Source: an optimization exercise on an open RTL-to-GDS flow (aim: a short achievable clock period and few clock cycles per item). Production flows keep margins and buffers that such runs may drop.
Only simulation tests tie the RTL to the original design; equivalence was not proved.

Setup of rev 12:
==> flow/design.v <==
`timescale 1ns/1ps
`default_nettype none
package rvAluPkg;
    typedef enum logic [6:0] {
        opcOpImm = 7'b0010011,
        opcOp    = 7'b0110011
    } rvOpcode;
    typedef enum logic [3:0] {
        aluAdd = 4'b0000,
        aluSll = 4'b0001,
        aluXor = 4'b0100,
        aluSrl = 4'b0101,
        aluOr  = 4'b0110,
        aluAnd = 4'b0111,
        aluSub = 4'b1000,
        aluSra = 4'b1101
    } aluOp;
    typedef struct packed {
        aluOp                       op;
        logic                       useImm;
        logic [32-1:0]        opA;
        logic [32-1:0]        opB;
        logic [32-1:0]        imm;
        logic [5-1:0]  rd;
        logic                       write;
        logic                       illegal;
    } execPayload;
    typedef struct packed {
        logic [5-1:0]  rd;
        logic                       write;
        logic                       illegal;
        logic [32-1:0]        value;
    } resultPayload;
endpackage
`default_nettype wire
`timescale 1ns/1ps
`default_nettype none
module rvAluCore (
    input  logic                       clock,
    input  logic                       arstN,
    input  logic                       instrValid,
    output logic                       instrReady,
    input  logic [32-1:0]        instr,
    input  logic                       retireReady,
    output logic                       retireValid,
    output logic [5-1:0]  retireRd,
    output logic [32-1:0]        retireData,
    output logic                       retireWrite,
    output logic                       retireIllegal
);
    localparam int QDepth = 8;
    localparam int Cap    = QDepth + 1;    
    logic        acc;
    logic        fV, fWr, fOp, fImm, fLegal;
    logic [31:0] fI;
    logic [31:0] fSel1, fSel2;      
    logic        fBypX1, fBypX2;    
    logic        fBypD1, fBypD2;    
    logic        fFwd1, fFwd2;      
    logic        xV, xWr, xOp, xLegal;
    logic [4:0]  xRd;
    logic [2:0]  xF3;
    logic        xAlt;
    logic [31:0] xA, xB;
    logic        xBypD1, xBypD2, xFwd1, xFwd2;
    logic        dV, dWr, dIll;
    logic [4:0]  dRd;
    logic        dSub;
    logic        dSelArith, dSelSll, dSelSr, dSra;
    logic [31:0] dA0, dA1;
    logic [4:0]  dS0, dS1;
    logic [31:0] dG0, dG1, dP0, dP1, dL0, dL1;
    logic        rV, rWr, rIll;
    logic [4:0]  rRd;
    logic [31:0] rVal;    
    logic [31:0] rFwd;    
    logic [31:0] rf [32];
    logic        inOp, inImm;
    logic [4:0]  inRs1, inRs2;
    assign acc   = instrValid && instrReady;
    assign inOp  = (instr[6:0] == 7'b0110011);
    assign inImm = (instr[6:0] == 7'b0010011);
    assign inRs1 = instr[19:15];
    assign inRs2 = instr[24:20];
    always_ff @(posedge clock or negedge arstN) begin
        if (!arstN) begin
            fV  <= 1'b0;
            fWr <= 1'b0;
        end else begin
            fV  <= acc;
            fWr <= acc && (inOp || inImm) && (instr[11:7] != 5'd0);
        end
    end
    always_ff @(posedge clock) begin
        fI     <= instr;
        fOp    <= inOp;
        fImm   <= inImm;
        fLegal <= inOp || inImm;
        for (int i = 0; i < 32; i++) begin
            fSel1[i] <= (i != 0) && (inRs1 == 5'(i));
            fSel2[i] <= (i != 0) && inOp && (inRs2 == 5'(i));
        end
        fBypX1 <= dWr && (dRd == inRs1);
        fBypX2 <= inOp && dWr && (dRd == inRs2);
        fBypD1 <= xWr && (xRd == inRs1);
        fBypD2 <= inOp && xWr && (xRd == inRs2);
        fFwd1  <= fWr && (fI[11:7] == inRs1);
        fFwd2  <= inOp && fWr && (fI[11:7] == inRs2);
    end
    logic [31:0] rfA, rfB;
    always_comb begin
        rfA = '0;
        rfB = '0;
        for (int i = 1; i < 32; i++) begin
            rfA = rfA | ({32{fSel1[i]}} & rf[i]);
            rfB = rfB | ({32{fSel2[i]}} & rf[i]);
        end
    end
    always_ff @(posedge clock or negedge arstN) begin
        if (!arstN) begin
            xV  <= 1'b0;
            xWr <= 1'b0;
        end else begin
            xV  <= fV;
            xWr <= fWr;
        end
    end
    always_ff @(posedge clock) begin
        xOp    <= fOp;
        xLegal <= fLegal;
        xRd    <= fI[11:7];
        xF3    <= fI[14:12];
        xAlt   <= fI[30];
        xA     <= fBypX1 ? rVal : rfA;
        xB     <= fImm ? {{20{fI[31]}}, fI[31:20]} : fBypX2 ? rVal : rfB;
        xBypD1 <= fBypD1;
        xBypD2 <= fBypD2;
        xFwd1  <= fFwd1;
        xFwd2  <= fFwd2;
    end
    logic        fwdA, fwdB, sub, selXor, selOr, selAnd;
    logic [31:0] opA, opB, a0, a1, b0, b1, bx0, bx1;
    assign opA    = xBypD1 ? rVal : xA;
    assign opB    = xBypD2 ? rVal : xB;
    assign fwdA   = xFwd1;
    assign fwdB   = xFwd2;
    assign sub    = xLegal && (xF3 == 3'b000) && xOp && xAlt;
    assign selXor = xLegal && (xF3 == 3'b100);
    assign selOr  = xLegal && (xF3 == 3'b110);
    assign selAnd = xLegal && (xF3 == 3'b111);
    assign a0  = fwdA ? 32'h0000_0000 : opA;
    assign a1  = fwdA ? 32'hffff_ffff : opA;
    assign b0  = fwdB ? 32'h0000_0000 : opB;
    assign b1  = fwdB ? 32'hffff_ffff : opB;
    assign bx0 = b0 ^ {32{sub}};
    assign bx1 = b1 ^ {32{sub}};
    always_ff @(posedge clock or negedge arstN) begin
        if (!arstN) begin
            dV  <= 1'b0;
            dWr <= 1'b0;
        end else begin
            dV  <= xV;
            dWr <= xWr;
        end
    end
    always_ff @(posedge clock) begin
        dRd       <= xRd;
        dIll      <= !xLegal;
        dSub      <= sub;
        dSelArith <= xLegal && (xF3 == 3'b000 || xF3 == 3'b010 || xF3 == 3'b011);
        dSelSll   <= xLegal && (xF3 == 3'b001);
        dSelSr    <= xLegal && (xF3 == 3'b101);
        dSra      <= xAlt;
        dA0       <= a0;
        dA1       <= a1;
        dS0       <= b0[4:0];
        dS1       <= b1[4:0];
        dG0       <= a0 & bx0;
        dG1       <= a1 & bx1;
        dP0       <= a0 ^ bx0;
        dP1       <= a1 ^ bx1;
        dL0       <= ({32{selXor}} & (a0 ^ b0)) | ({32{selOr}} & (a0 | b0)) | ({32{selAnd}} & (a0 & b0));
        dL1       <= ({32{selXor}} & (a1 ^ b1)) | ({32{selOr}} & (a1 | b1)) | ({32{selAnd}} & (a1 & b1));
    end
    logic [31:0] r, g, p, lg, a, sll, sr, other, res;
    logic [31:0] gk [6];
    logic [31:0] pk [6];
    logic [32:0] c;
    logic [4:0]  sh;
    logic        fill;
    assign r  = rFwd;
    assign g  = (r & dG1) | (~r & dG0);
    assign p  = (r & dP1) | (~r & dP0);
    assign lg = (r & dL1) | (~r & dL0);
    assign gk[0] = {g[31:1], g[0] | (p[0] & dSub)};
    assign pk[0] = p;
    for (genvar k = 0; k < 5; k++) begin : g_ks
        localparam int D = 1 << k;
        assign gk[k+1] = gk[k] | (pk[k] & {gk[k][31-D:0], {D{1'b0}}});
        assign pk[k+1] = pk[k] & {pk[k][31-D:0], {D{1'b1}}};
    end
    assign c = {gk[5], dSub};
    assign a    = (r & dA1) | (~r & dA0);
    assign sh   = (r[4:0] & dS1) | (~r[4:0] & dS0);
    assign sll  = a << sh;
    assign fill = dSra && a[31];
    assign sr   = 32'($signed({fill, a}) >>> sh);
    assign other = ({32{dSelSll}} & sll) | ({32{dSelSr}} & sr) | lg;
    for (genvar i = 0; i < 32; i++) begin : g_res
        assign res[i] = c[i] ? ((dSelArith & ~p[i]) | other[i])
                             : ((dSelArith &  p[i]) | other[i]);
    end
    always_ff @(posedge clock or negedge arstN) begin
        if (!arstN) begin
            rV  <= 1'b0;
            rWr <= 1'b0;
        end else begin
            rV  <= dV;
            rWr <= dWr;
        end
    end
    always_ff @(posedge clock) begin
        rRd  <= dRd;
        rIll <= dIll;
        rFwd <= res;
    end
    always_ff @(posedge clock or negedge arstN) begin
        if (!arstN) rVal <= 32'd0;
        else        rVal <= res;
    end
    logic [31:0] rWe;
    always_ff @(posedge clock or negedge arstN) begin
        if (!arstN) begin
            rWe <= '0;
        end else begin
            for (int i = 0; i < 32; i++) rWe[i] <= dWr && (dRd == 5'(i));
        end
    end
    always_ff @(posedge clock or negedge arstN) begin
        if (!arstN) begin
            for (int i = 0; i < 32; i++) rf[i] <= 32'd0;
        end else begin
            for (int i = 1; i < 32; i++) if (rWe[i]) rf[i] <= rVal;
        end
    end
    localparam int EW = 5 + 1 + 1 + 32;
    logic [EW-1:0] rEntry;
    logic [EW-1:0] q [QDepth];
    logic [2:0]    qHead, qTail;
    logic [3:0]    qCount;
    logic          qEmpty, oFree, pop, push;
    logic          oV;
    logic [EW-1:0] oEntry;
    assign rEntry = {rRd, rWr, rIll, rVal};
    assign qEmpty = (qCount == 4'd0);
    assign oFree  = !oV || retireReady;
    assign pop    = oFree && !qEmpty;
    assign push   = rV && !(oFree && qEmpty);
    always_ff @(posedge clock or negedge arstN) begin
        if (!arstN) begin
            qHead  <= '0;
            qTail  <= '0;
            qCount <= '0;
            oV     <= 1'b0;
        end else begin
            if (pop)  qHead <= qHead + 3'd1;
            if (push) qTail <= qTail + 3'd1;
            qCount <= qCount + {3'b0, push} - {3'b0, pop};
            if (oFree) oV <= !qEmpty || rV;
        end
    end
    always_ff @(posedge clock) begin
        if (push) q[qTail] <= rEntry;
    end
    always_ff @(posedge clock or negedge arstN) begin
        if (!arstN)     oEntry <= '0;
        else if (oFree) oEntry <= qEmpty ? rEntry : q[qHead];
    end
    assign retireValid   = oV;
    assign retireRd      = oEntry[EW-1 -: 5];
    assign retireWrite   = oEntry[33];
    assign retireIllegal = oEntry[32];
    assign retireData    = oEntry[31:0];
    logic [3:0] inFlight, inFlightNext;
    assign inFlightNext = inFlight + {3'b0, acc} - {3'b0, oV && retireReady};
    always_ff @(posedge clock or negedge arstN) begin
        if (!arstN) begin
            inFlight   <= '0;
            instrReady <= 1'b1;
        end else begin
            inFlight   <= inFlightNext;
            instrReady <= (inFlightNext < 4'(Cap));
        end
    end
endmodule
`default_nettype wire
==> flow/config.mk <==
export PLATFORM = sky130hd
export DESIGN_NAME = rvAluCore
export DESIGN_NICKNAME = rvAluCore
export VERILOG_FILES = /design/flow/design.v
export SDC_FILE = /design/flow/constraint.sdc
export NUM_CORES = 4
export LEC_CHECK = 0
export ABC_CLOCK_PERIOD_IN_PS = 1500
export CAP_MARGIN = 20
export CORE_MARGIN = 2
export CORE_UTILIZATION = 55
export SETUP_SLACK_MARGIN = 3.3
export SLEW_MARGIN = 20
==> flow/constraint.sdc <==
create_clock -name core_clock -period 6.0 [get_ports {clock}]
set_input_delay 1.2000 -clock core_clock [delete_from_list [all_inputs] [get_ports {clock}]]
set_output_delay 1.2000 -clock core_clock [all_outputs]
set_load 0.01 [all_outputs]
run.sh (not shown) runs the stock make flow with config.mk's settings and CLKGATE_MAP_FILE= SYNTH_SCRIPT=/design/flow/synth_recipe.tcl, a recipe that flattens the netlist after the stock synthesis.
Testbench counts of rev 12, summed over its fixed seeds: cycles 16,040, items 16,000.
Modified inputs, rev 13 compared to rev 12
--- a/flow/design.v
+++ b/flow/design.v
@@ -175,8 +175,8 @@
         dA1       <= a1;
         dS0       <= b0[4:0];
         dS1       <= b1[4:0];
-        dG0       <= a0 & bx0;
-        dG1       <= a1 & bx1;
+        dG0       <= (a0 & bx0) | {31'd0, (a0[0] ^ bx0[0]) & sub};
+        dG1       <= (a1 & bx1) | {31'd0, (a1[0] ^ bx1[0]) & sub};
         dP0       <= a0 ^ bx0;
         dP1       <= a1 ^ bx1;
         dL0       <= ({32{selXor}} & (a0 ^ b0)) | ({32{selOr}} & (a0 | b0)) | ({32{selAnd}} & (a0 & b0));
@@ -192,7 +192,7 @@
     assign g  = (r & dG1) | (~r & dG0);
     assign p  = (r & dP1) | (~r & dP0);
     assign lg = (r & dL1) | (~r & dL0);
-    assign gk[0] = {g[31:1], g[0] | (p[0] & dSub)};
+    assign gk[0] = g;    
     assign pk[0] = p;
     for (genvar k = 0; k < 5; k++) begin : g_ks
         localparam int D = 1 << k;
@@ -206,10 +206,7 @@
     assign fill = dSra && a[31];
     assign sr   = 32'($signed({fill, a}) >>> sh);
     assign other = ({32{dSelSll}} & sll) | ({32{dSelSr}} & sr) | lg;
-    for (genvar i = 0; i < 32; i++) begin : g_res
-        assign res[i] = c[i] ? ((dSelArith & ~p[i]) | other[i])
-                             : ((dSelArith &  p[i]) | other[i]);
-    end
+    assign res = ({32{dSelArith}} & (p ^ c[31:0])) | other;
     always_ff @(posedge clock or negedge arstN) begin
         if (!arstN) begin
             rV  <= 1'b0;
- Area of the multi-input gates ended up 3.1% higher on rev 13 than on rev 12.
- Reported for rev 12 and rev 13, total clock sinks turned out identical to the last digit.
- Looking at number of post-CTS setup repair buffers, rev 13 sits above rev 12.
- Rev 13 ended with more total placed instance area than rev 12.
- Rev 13 ends up with a via count that is 318 higher than in rev 12.
- Rev 13 against rev 12: fraction of the yosys area taken by sequential cells went down; share of the cycle needed by the critical path after routing went down; post-route non-filler standard cell count did not really move.
Testbench counts of rev 13, summed over its fixed seeds: cycles 16,040, items 16,000.

port drivers added, routing unchanged:
The results above use ideal ports. As a check the final layouts listed here were re-extracted and re-timed, cells and wires unchanged. Step 1: set_driving_cell puts a clkbuf_16 on clock and a buf_2 on each other input, an assumption about the parent block. Step 2 moves the port delays by t, midway between the first and last clock arrival at a register: inputs arrive t later, outputs are due t later. That takes back most of the time a late clock gives input paths. Three values: ideal ports, drivers, drivers and shift; two values: the first two.
| run | t (ns) | slack for setup (ns) | clock arrival spread, ns | worst slew at a driven data input, ns |
|---|---|---|---|---|
| rev 12 | 0.919 | 2.800 / 2.800 / 2.436 | 0.079 / 0.079 | 0.09 |
| rev 13 | 0.927 | 3.150 / 3.150 / 2.722 | 0.036 / 0.036 | 0.05 |
After both steps setup and hold are still met in every run listed. For rev 13, which loses most, drivers alone change the setup slack by 0.000 ns; drivers and shift together by -0.428 ns.
